This is an optimization exercise on Yosys and OpenROAD, whose aim is small area, not a production implementation. Where RTL was checked, it was by simulation tests only, not by an equivalence proof against the original. No activity file was given, so power comes from the tool's default toggle rates.

==> inputs of run X <==
==> flow/design.v <==
module wm_pixel_window #(
  parameter int IMG_W   = 256,
  parameter int IMG_H   = 256,
  parameter int WM_SYMS = 4096
) (
  input  logic       clk,
  input  logic       rst_n,
  input  logic       start,
  input  logic [7:0] pix_in,
  input  logic       pix_valid,
  output logic       pix_ready,
  input  logic [7:0] wm_byte,
  input  logic       wm_valid,
  output logic       wm_ready,
  output logic [7:0] data1,
  output logic [7:0] data2,
  output logic [7:0] data3,
  output logic [7:0] data4,
  output logic [1:0] wm_data,
  output logic       out_valid,
  output logic       busy,
  output logic       frame_done
);
  localparam int CW = $clog2(IMG_W);
  localparam int RW = $clog2(IMG_H);
  localparam int SR_LEN = IMG_W + 1;    
  logic          r_busy;
  logic [RW-1:0] r_row;
  logic [CW-1:0] r_col;
  logic          r_sym_avail;
  logic [7:0]    r_wm_byte;
  logic          r_win;                 
  logic [7:0]    r_sr [1:SR_LEN];
  logic       w_interior, w_needs_sym, w_accept, w_wm_accept, w_last, w_sym_win;
  logic [1:0] w_idx;
  logic [1:0] w_sym;
  assign w_interior  = (r_row != '0) && (r_col != '0);
  assign w_sym_win   = (r_row < RW'(17)) || ((r_row == RW'(17)) && (r_col < CW'(17)));
  assign w_needs_sym = w_interior && w_sym_win;
  assign busy        = r_busy;
  assign pix_ready   = r_busy && (!w_needs_sym || r_sym_avail);
  assign wm_ready    = r_busy && !r_sym_avail;
  assign w_accept    = pix_valid && pix_ready;
  assign w_wm_accept = wm_valid && wm_ready;
  assign w_last      = (r_row == RW'(IMG_H - 1)) && (r_col == CW'(IMG_W - 1));
  assign w_idx       = r_col[1:0] - r_row[1:0];
  assign frame_done  = out_valid && !r_busy;
  always_comb begin
    case (w_idx)
      2'd0: w_sym = r_wm_byte[7:6];
      2'd1: w_sym = r_wm_byte[5:4];
      2'd2: w_sym = r_wm_byte[3:2];
      default: w_sym = r_wm_byte[1:0];
    endcase
  end
  always_ff @(posedge clk or negedge rst_n) begin
    if (!rst_n) begin
      r_busy      <= 1'b0;
      r_win       <= 1'b0;
      data1       <= '0;
      wm_data     <= '0;
      out_valid   <= 1'b0;
    end else begin
      out_valid <= w_accept;
      if (!r_busy) r_busy <= start;
      else if (w_accept && w_last) r_busy <= 1'b0;
      if (w_accept) begin
        data1   <= pix_in;
        r_win   <= w_interior;
        wm_data <= w_needs_sym ? w_sym : 2'b00;
      end
    end
  end
  always_ff @(posedge clk) begin
    if (!r_busy) begin
      r_row       <= '0;
      r_col       <= '0;
      r_sym_avail <= 1'b0;
    end else begin
      if (w_wm_accept) r_sym_avail <= 1'b1;
      if (w_accept) begin
        if (r_col == CW'(IMG_W - 1)) r_row <= r_row + RW'(1);
        r_col <= r_col + CW'(1);
        if (w_needs_sym && (w_idx == 2'd3)) r_sym_avail <= 1'b0;
      end
    end
  end
  always_ff @(posedge clk) begin
    if (w_wm_accept) r_wm_byte <= wm_byte;
    if (w_accept) begin
      r_sr[1] <= data1;
      for (int i = 2; i <= SR_LEN; i++) r_sr[i] <= r_sr[i-1];
    end
  end
  assign data2 = r_win ? r_sr[1]      : data1;
  assign data3 = r_win ? r_sr[IMG_W]  : data1;
  assign data4 = r_win ? r_sr[SR_LEN] : data1;
endmodule
==> flow/flow/run.sh <==
#!/bin/bash
# Standard synthesis and layout, with a leaner clock tree (small buffers, larger sink
# clusters, no dummy loads) and the smallest buffer on the ports. Each tool's log is
# under orfs/logs; the whole output of the make run goes to standard.log.
set -euo pipefail
export CTS_ARGS="-sink_clustering_enable -repair_clock_nets -dont_use_dummy_load -sink_clustering_size 20 -sink_clustering_max_diameter 60 -buf_list sky130_fd_sc_hd__clkbuf_8"
export BUFFER_PORTS_ARGS="-buffer_cell sky130_fd_sc_hd__buf_1"
bash standard.sh > standard.log 2>&1
==> flow/standard.sh <==
#!/bin/bash
# synth_recipe.tcl (not shown) runs the flow's synth.tcl, then flattens the netlist and writes it again
# the make line also repeats each setting of config.mk as NAME=value (left out here)
make -C /OpenROAD-flow-scripts/flow DESIGN_CONFIG=/design/flow/config.mk WORK_HOME=/design/flow/orfs CLKGATE_MAP_FILE= SYNTH_SCRIPT=/design/flow/synth_recipe.tcl "${@:-finish}"
==> flow/config.mk <==
export PLATFORM = sky130hd
export DESIGN_NAME = wm_pixel_window
export DESIGN_NICKNAME = wm_pixel_window
export VERILOG_FILES = /design/flow/design.v
export SDC_FILE = /design/flow/constraint.sdc
export NUM_CORES = 4
export LEC_CHECK = 0
export CAP_MARGIN = 10
export CORE_MARGIN = 2
export CORE_UTILIZATION = 65
export PLACE_DENSITY = 0.75
export SLEW_MARGIN = 10
==> flow/constraint.sdc <==
create_clock -name core_clock -period 6.0 [get_ports {clk}]
set_input_delay 1.2000 -clock core_clock [delete_from_list [all_inputs] [get_ports {clk}]]
set_output_delay 1.2000 -clock core_clock [all_outputs]
set_load 0.01 [all_outputs]
==> run R: changes against run X <==
==> flow/design.v, changed modules only <==
module wm_pixel_window #(
  parameter int IMG_W   = 256,
  parameter int IMG_H   = 256,
  parameter int WM_SYMS = 4096
) (
  input  logic       clk,
  input  logic       rst_n,
  input  logic       start,
  input  logic [7:0] pix_in,
  input  logic       pix_valid,
  output logic       pix_ready,
  input  logic [7:0] wm_byte,
  input  logic       wm_valid,
  output logic       wm_ready,
  output logic [7:0] data1,
  output logic [7:0] data2,
  output logic [7:0] data3,
  output logic [7:0] data4,
  output logic [1:0] wm_data,
  output logic       out_valid,
  output logic       busy,
  output logic       frame_done
);
  localparam int CW = $clog2(IMG_W);
  localparam int RW = $clog2(IMG_H);
  localparam int SR_LEN = IMG_W + 1;    
  logic          r_busy;
  logic [RW-1:0] r_row;
  logic [CW-1:0] r_col;
  logic          r_sym_avail;
  logic [7:0]    r_wm_byte;
  logic          r_win;                 
  logic [7:0]    r_sr [1:SR_LEN];
  logic       w_interior, w_needs_sym, w_accept, w_wm_accept, w_last, w_sym_win;
  logic [1:0] w_idx;
  logic [1:0] w_sym;
  assign w_interior  = (r_row != '0) && (r_col != '0);
  assign w_sym_win   = (r_row < RW'(17)) || ((r_row == RW'(17)) && (r_col < CW'(17)));
  assign w_needs_sym = w_interior && w_sym_win;
  assign busy        = r_busy;
  assign pix_ready   = r_busy && (!w_needs_sym || r_sym_avail);
  assign wm_ready    = r_busy && !r_sym_avail;
  assign w_accept    = pix_valid && pix_ready;
  assign w_wm_accept = wm_valid && wm_ready;
  assign w_last      = (r_row == RW'(IMG_H - 1)) && (r_col == CW'(IMG_W - 1));
  assign w_idx       = r_col[1:0] - r_row[1:0];
  assign frame_done  = out_valid && !r_busy;
  always_comb begin
    case (w_idx)
      2'd0: w_sym = r_wm_byte[7:6];
      2'd1: w_sym = r_wm_byte[5:4];
      2'd2: w_sym = r_wm_byte[3:2];
      default: w_sym = r_wm_byte[1:0];
    endcase
  end
  always_ff @(posedge clk or negedge rst_n) begin
    if (!rst_n) begin
      r_busy      <= 1'b0;
      r_row       <= '0;
      r_col       <= '0;
      r_sym_avail <= 1'b0;
      r_win       <= 1'b0;
      data1       <= '0;
      wm_data     <= '0;
      out_valid   <= 1'b0;
    end else begin
      out_valid <= w_accept;
      if (!r_busy) begin
        r_busy      <= start;
        r_sym_avail <= 1'b0;
      end else begin
        if (w_wm_accept) r_sym_avail <= 1'b1;
        if (w_accept) begin
          if (w_last) r_busy <= 1'b0;
          if (r_col == CW'(IMG_W - 1)) r_row <= r_row + RW'(1);
          r_col <= r_col + CW'(1);
          if (w_needs_sym && (w_idx == 2'd3)) r_sym_avail <= 1'b0;
        end
      end
      if (w_accept) begin
        data1   <= pix_in;
        r_win   <= w_interior;
        wm_data <= w_needs_sym ? w_sym : 2'b00;
      end
    end
  end
  always_ff @(posedge clk) begin
    if (w_wm_accept) r_wm_byte <= wm_byte;
    if (w_accept) begin
      r_sr[1] <= data1;
      for (int i = 2; i <= SR_LEN; i++) r_sr[i] <= r_sr[i-1];
    end
  end
  assign data2 = r_win ? r_sr[1]      : data1;
  assign data3 = r_win ? r_sr[IMG_W]  : data1;
  assign data4 = r_win ? r_sr[SR_LEN] : data1;
endmodule
==> flow/flow/run.sh (replaced) <==
#!/bin/bash
# Standard synthesis and layout, with a leaner clock tree (small buffers, no dummy loads)
# and the smallest buffer on the ports. Each tool's log is under orfs/logs; the whole
# output of the make run goes to standard.log.
set -euo pipefail
export CTS_ARGS="-sink_clustering_enable -repair_clock_nets -dont_use_dummy_load -sink_clustering_size 20 -buf_list sky130_fd_sc_hd__clkbuf_4"
export BUFFER_PORTS_ARGS="-buffer_cell sky130_fd_sc_hd__buf_1"
bash standard.sh > standard.log 2>&1
--- a/flow/config.mk
+++ b/flow/config.mk
@@ -8,5 +8,5 @@
 export CAP_MARGIN = 10
 export CORE_MARGIN = 2
-export CORE_UTILIZATION = 65
-export PLACE_DENSITY = 0.75
+export CORE_UTILIZATION = 55
+export PLACE_DENSITY = 0.7
 export SLEW_MARGIN = 10
==> run E: changes against run X <==
==> flow/design.v, changed modules only <==
module wm_pixel_window #(
  parameter int IMG_W   = 256,
  parameter int IMG_H   = 256,
  parameter int WM_SYMS = 4096
) (
  input  logic       clk,
  input  logic       rst_n,
  input  logic       start,
  input  logic [7:0] pix_in,
  input  logic       pix_valid,
  output logic       pix_ready,
  input  logic [7:0] wm_byte,
  input  logic       wm_valid,
  output logic       wm_ready,
  output logic [7:0] data1,
  output logic [7:0] data2,
  output logic [7:0] data3,
  output logic [7:0] data4,
  output logic [1:0] wm_data,
  output logic       out_valid,
  output logic       busy,
  output logic       frame_done
);
  localparam int CW = $clog2(IMG_W);
  localparam int RW = $clog2(IMG_H);
  localparam int SR_LEN = IMG_W + 1;    
  logic          r_busy;
  logic [RW-1:0] r_row;
  logic [CW-1:0] r_col;
  logic          r_sym_avail;
  logic [7:0]    r_wm_byte;
  logic          r_win;                 
  logic [7:0]    r_sr [1:SR_LEN];
  logic       w_interior, w_needs_sym, w_accept, w_wm_accept, w_last, w_sym_win;
  logic [1:0] w_idx;
  logic [1:0] w_sym;
  assign w_interior  = (r_row != '0) && (r_col != '0);
  assign w_sym_win   = (r_row < RW'(17)) || ((r_row == RW'(17)) && (r_col < CW'(17)));
  assign w_needs_sym = w_interior && w_sym_win;
  assign busy        = r_busy;
  assign pix_ready   = r_busy && (!w_needs_sym || r_sym_avail);
  assign wm_ready    = r_busy && !r_sym_avail;
  assign w_accept    = pix_valid && pix_ready;
  assign w_wm_accept = wm_valid && wm_ready;
  assign w_last      = (r_row == RW'(IMG_H - 1)) && (r_col == CW'(IMG_W - 1));
  assign w_idx       = r_col[1:0] - r_row[1:0];
  assign frame_done  = out_valid && !r_busy;
  always_comb begin
    case (w_idx)
      2'd0: w_sym = r_wm_byte[7:6];
      2'd1: w_sym = r_wm_byte[5:4];
      2'd2: w_sym = r_wm_byte[3:2];
      default: w_sym = r_wm_byte[1:0];
    endcase
  end
  always_ff @(posedge clk or negedge rst_n) begin
    if (!rst_n) begin
      r_busy      <= 1'b0;
      r_row       <= '0;
      r_col       <= '0;
      r_sym_avail <= 1'b0;
      r_win       <= 1'b0;
      data1       <= '0;
      wm_data     <= '0;
      out_valid   <= 1'b0;
    end else begin
      out_valid <= w_accept;
      if (!r_busy) begin
        r_busy      <= start;
        r_sym_avail <= 1'b0;
      end else begin
        if (w_wm_accept) r_sym_avail <= 1'b1;
        if (w_accept) begin
          if (w_last) r_busy <= 1'b0;
          if (r_col == CW'(IMG_W - 1)) r_row <= r_row + RW'(1);
          r_col <= r_col + CW'(1);
          if (w_needs_sym && (w_idx == 2'd3)) r_sym_avail <= 1'b0;
        end
      end
      if (w_accept) begin
        data1   <= pix_in;
        r_win   <= w_interior;
        wm_data <= w_needs_sym ? w_sym : 2'b00;
      end
    end
  end
  always_ff @(posedge clk) begin
    if (w_wm_accept) r_wm_byte <= wm_byte;
    if (w_accept) begin
      r_sr[1] <= data1;
      for (int i = 2; i <= SR_LEN; i++) r_sr[i] <= r_sr[i-1];
    end
  end
  assign data2 = r_win ? r_sr[1]      : data1;
  assign data3 = r_win ? r_sr[IMG_W]  : data1;
  assign data4 = r_win ? r_sr[SR_LEN] : data1;
endmodule
==> flow/run.sh (new file) <==
#!/bin/bash
# synth_recipe.tcl (not shown) runs the flow's synth.tcl, then flattens the netlist and writes it again
# the make line also repeats each setting of config.mk as NAME=value (left out here)
make -C /OpenROAD-flow-scripts/flow DESIGN_CONFIG=/design/flow/config.mk WORK_HOME=/design/flow/orfs CLKGATE_MAP_FILE= SYNTH_SCRIPT=/design/flow/synth_recipe.tcl finish
--- a/flow/config.mk
+++ b/flow/config.mk
@@ -6,7 +6,8 @@
 export NUM_CORES = 4
 export LEC_CHECK = 0
-export CAP_MARGIN = 10
+export ABC_AREA = 1
+export CAP_MARGIN = 20
 export CORE_MARGIN = 2
-export CORE_UTILIZATION = 65
-export PLACE_DENSITY = 0.75
-export SLEW_MARGIN = 10
+export CORE_UTILIZATION = 75
+export PLACE_DENSITY = 0.85
+export SLEW_MARGIN = 20
removed: flow/flow/run.sh
removed: flow/standard.sh
==> comparison <==
- Run R produced a clean layout. Run E stopped in clock tree synthesis (4_1_cts) on DPL-0033. Run X finished clean.
- Between run R and run X, the lower setup slack is in run R (gap 0.44 ns).
- Of run X and run R, run R has the higher power (gap about 1.8%, measured against run R).
- Between run R and run X, the lower wire length is in run X (gap 5.1%, measured against run X).
- Critical path depth: run X is higher than run R (4).
- Against run R, the hold slack of run X is higher by 0.060 ns.
- The highest synthesized cell count belongs to run E, the lowest to run R.
- Against run X, the via count of run R is larger by about 8%.
==> figures <==
Post-synthesis to final-layout area growth: run R 9.83%; run X 6.21%; run E -
Metal3 WL: run R 3.84 mm; run X 3.90 mm; run E -
Final setup skew: run R 0.129 ns; run X 0.0992 ns; run E -
Die W: run R 345 um; run X 317 um; run E 296 um
Max_cap viols: run R 0; run X 0; run E -
Run status: run R finished clean; run X finished clean; run E aborted with a tool error
Failing step: run R -; run X -; run E clock tree synthesis (4_1_cts)
Crit Reg-Reg Endpoint: run R r_sr[42][4]; run X r_sr[126][6]; run E -
Inverter count: run R 7; run X 13; run E -
Routed Antenna Nets: run R 0; run X 0; run E -
Met2 global-route usage: run R 0.155; run X 0.190; run E -
Critical path startpoint: run R r_win; run X r_row[1]; run E -
DRC violations left: run R 0; run X 0; run E -
Kind of end point of the critical path: run R output pin; run X flop; run E -
Worst-case hold slack: run R 0.252 ns; run X 0.313 ns; run E -
Dpl ws: run R 2.38 ns; run X 1.93 ns; run E 2.05 ns
The RTL of run X was laid out without a check of its function.

-- static timing again, ports no longer ideal --
No port has a modelled driver above. Below, the same layouts with a new extraction and two added sets of constraints.
Step 1: set_driving_cell puts a clkbuf_16 on clk and a buf_2 on each other input, an assumption about the parent block.
Step 2 also shifts input and output timing later by t, the mid clock arrival at the registers, as if the neighbouring blocks saw the same clock.
a / b / c = ideal ports / drivers / drivers and shift; a / b = the first two.
run | t (ns) | slack for setup (ns) | hold slack, ns | worst register clock-pin slew, ns
run X | 0.820 | 2.128 / 2.128 / 2.023 | 0.313 / 0.313 / 0.313 | 0.13 / 0.13
run R | 1.199 | 1.687 / 1.624 / 2.275 | 0.252 / 0.228 / 0.321 | 0.07 / 0.07
After both steps setup and hold are still met in every run listed. The setup slack of run X, which loses most, moves by 0.000 ns with the drivers and by -0.105 ns with both steps.
